Source: an optimization exercise on an open RTL-to-GDS flow (aim: a short achievable clock period and few clock cycles per item). Production flows keep margins and buffers that such runs may drop.
RTL that was checked went through simulation tests only; none was proved equivalent to the original.

Setup of job 101:
## rv_top
module rv_top (
    input  logic        clk,
    input  logic        reset,
    output logic [31:0] inst_addr,
    input  logic [31:0] inst_data,
    input  logic        inst_valid,
    output logic        halted,
    output logic        retire_valid,
    output logic [31:0] retire_pc,
    output logic        retire_rd_wen,
    output logic [4:0]  retire_rd_addr,
    output logic [31:0] retire_rd_data
);
For scale: roughly 7600 cells after synthesis, ~2100 flip-flops, about 140 I/O pins, ~100000 um^2 of cells after synthesis.
==> flow/config.mk <==
export PLATFORM = sky130hd
export DESIGN_NAME = rv_top
export DESIGN_NICKNAME = rv_top
export VERILOG_FILES = /design/flow/design.v
export SDC_FILE = /design/flow/constraint.sdc
export NUM_CORES = 4
export LEC_CHECK = 0
export ABC_CLOCK_PERIOD_IN_PS = 1000
export CAP_MARGIN = 20
export CORE_MARGIN = 2
export CORE_UTILIZATION = 40
export SLEW_MARGIN = 20
==> flow/constraint.sdc <==
create_clock -name core_clock -period 16.0 [get_ports {clk}]
set_input_delay 3.2000 -clock core_clock [delete_from_list [all_inputs] [get_ports {clk}]]
set_output_delay 3.2000 -clock core_clock [all_outputs]
set_load 0.01 [all_outputs]
standard.sh (not shown) runs the stock make flow with config.mk's settings and CLKGATE_MAP_FILE= SYNTH_SCRIPT=/design/flow/synth_recipe.tcl, a recipe that flattens the netlist after the stock synthesis.
==> flow/flow/run.sh <==
#!/bin/bash
# The standard layout, with repair_timing asked to leave 11.5 ns of setup slack
set -euo pipefail
bash standard.sh SETUP_SLACK_MARGIN=11.5 finish > standard.log 2>&1
Testbench counts of job 101, summed over its fixed seeds: cycles 12,404, instructions 11,280.
What job 102 does differently from job 101 at the input level:
diff --git a/flow/design.v b/flow/design.v
--- a/flow/design.v
+++ b/flow/design.v
@@ -372,21 +372,25 @@
         .rs2_data (rf_rs2)
     );
     assign d_pc4    = d_pc + 32'd4;
     assign d_target = d_pc + dec.imm_pc;
     assign d_ctrl   = dec.is_jal || dec.is_jalr || dec.is_branch;
     assign d_jump_fix    = !d_pred_taken && (dec.is_jal || (dec.is_branch && d_inst[31]));
     assign d_cond_fix    = d_pred_taken && !d_ctrl;
     assign d_redirect    = d_valid && (d_jump_fix || d_cond_fix);
     assign d_redirect_pc = d_cond_fix ? d_pc4 : d_target;
     logic          d_taken_pred;
+    rv_pkg::word_t d_pred_npc;
+    rv_pkg::word_t d_jq;
     assign d_taken_pred = d_cond_fix ? 1'b0 : (d_pred_taken || d_jump_fix);
+    assign d_pred_npc   = d_pred_taken ? d_pred_target : d_pc4;
+    assign d_jq         = d_pred_npc - dec.imm;
     logic [8:0] d_sel;
     logic       d_arith;
     assign d_arith  = dec.is_op || dec.is_op_imm;
     assign d_sel[0] = dec.is_lui || dec.is_auipc || (d_arith && dec.funct3 == 3'b000);
     assign d_sel[1] = d_arith && dec.funct3 == 3'b001;
     assign d_sel[2] = d_arith && dec.funct3 == 3'b010;
     assign d_sel[3] = d_arith && dec.funct3 == 3'b011;
     assign d_sel[4] = d_arith && dec.funct3 == 3'b100;
     assign d_sel[5] = d_arith && dec.funct3 == 3'b101;
     assign d_sel[6] = d_arith && dec.funct3 == 3'b110;
@@ -411,23 +415,23 @@
         end else begin
             e_valid <= d_valid && !e_redirect && !halted;
             e_wen   <= d_valid && !e_redirect && !halted && dec.rd_wen;
         end
         e_pc         <= d_pc;
         e_a          <= a_next;
         e_b          <= b_next;
         e_pc4        <= d_pc4;
         e_target     <= d_target;
         e_alt_pc     <= d_taken_pred ? d_pc4 : d_target;
-        e_jq         <= d_pred_target - dec.imm;
-        e_jq1        <= {d_pred_target[31:1], 1'b1} - dec.imm;
-        e_jp_even    <= d_pred_taken && !d_pred_target[0];
+        e_jq         <= d_jq;
+        e_jq1        <= d_jq + 32'd1;
+        e_jp_even    <= !d_pred_npc[0];
         e_pred_taken <= d_taken_pred;
         e_funct3     <= dec.funct3;
         e_sub        <= dec.alt && dec.funct3 == 3'b000;
         e_sra        <= dec.alt && dec.funct3 == 3'b101;
         e_sel        <= d_sel;
         e_jal        <= dec.is_jal;
         e_jalr       <= dec.is_jalr;
         e_branch     <= dec.is_branch;
         e_ebreak     <= dec.is_ebreak;
         e_rd         <= dec.rd_addr;
## What came out
- Job 101 -> job 102: logic depth of the worst setup path including buffers delta 0, exact match
- Looking at post-layout instance area across job 102 and job 101, the one that comes out higher is job 102.
- A worst setup path startpoint of u_core.f_pc[28]$_SDFFE_PP0P_ is what job 102 shows, while u_core.f_pc[7]$_SDFFE_PP0P_ belongs to job 101.
- Routed length on met1: job 102 < job 101
- Number of hold buffers added after cts: job 101 vs job 102 identical
- Taking job 101 as the reference point, the arrival time of data at the critical path endpoint of job 102 falls by 0.10 ns.
- The chip height on job 101 is in line with that on job 102.
- Post-synthesis net count in job 102 vs job 101: down about 1.7%
- Job 102 leaves more setup margin than job 101.
- Compared with job 101, job 102 shows sequential share of layout area lower by 0.41 points.
For job 102, only the layout was checked, not whether the RTL still works.

==> static timing again, ports no longer ideal <==
The results above use ideal ports. As a check the final layouts listed here were re-extracted and re-timed, cells and wires unchanged. Step 1 (the two cells are an assumption about what drives the block):
set clk [get_ports {clk}]
set_driving_cell -lib_cell sky130_fd_sc_hd__clkbuf_16 $clk
set_driving_cell -lib_cell sky130_fd_sc_hd__buf_2 [delete_from_list [all_inputs] $clk]
Step 2 moves the port delays by t, midway between the first and last clock arrival at a register: inputs arrive t later, outputs are due t later. That takes back most of the time a late clock gives input paths. a / b / c = ideal ports / drivers / drivers and shift; a / b = the first two.
| run | shift t [ns] | setup WS [ns] | latest minus earliest clock arrival (ns) | worst slew at a driven data input, ns |
|---|---|---|---|---|
| job 101 | 0.958 | 11.198 / 11.105 / 10.645 | 0.115 / 0.115 | 0.05 |
| job 102 | 0.964 | 11.303 / 11.210 / 10.533 | 0.110 / 0.110 | 0.13 |
After both steps setup and hold are still met in every run listed. For job 102, which loses most, drivers alone change the setup slack by -0.093 ns; drivers and shift together by -0.770 ns.
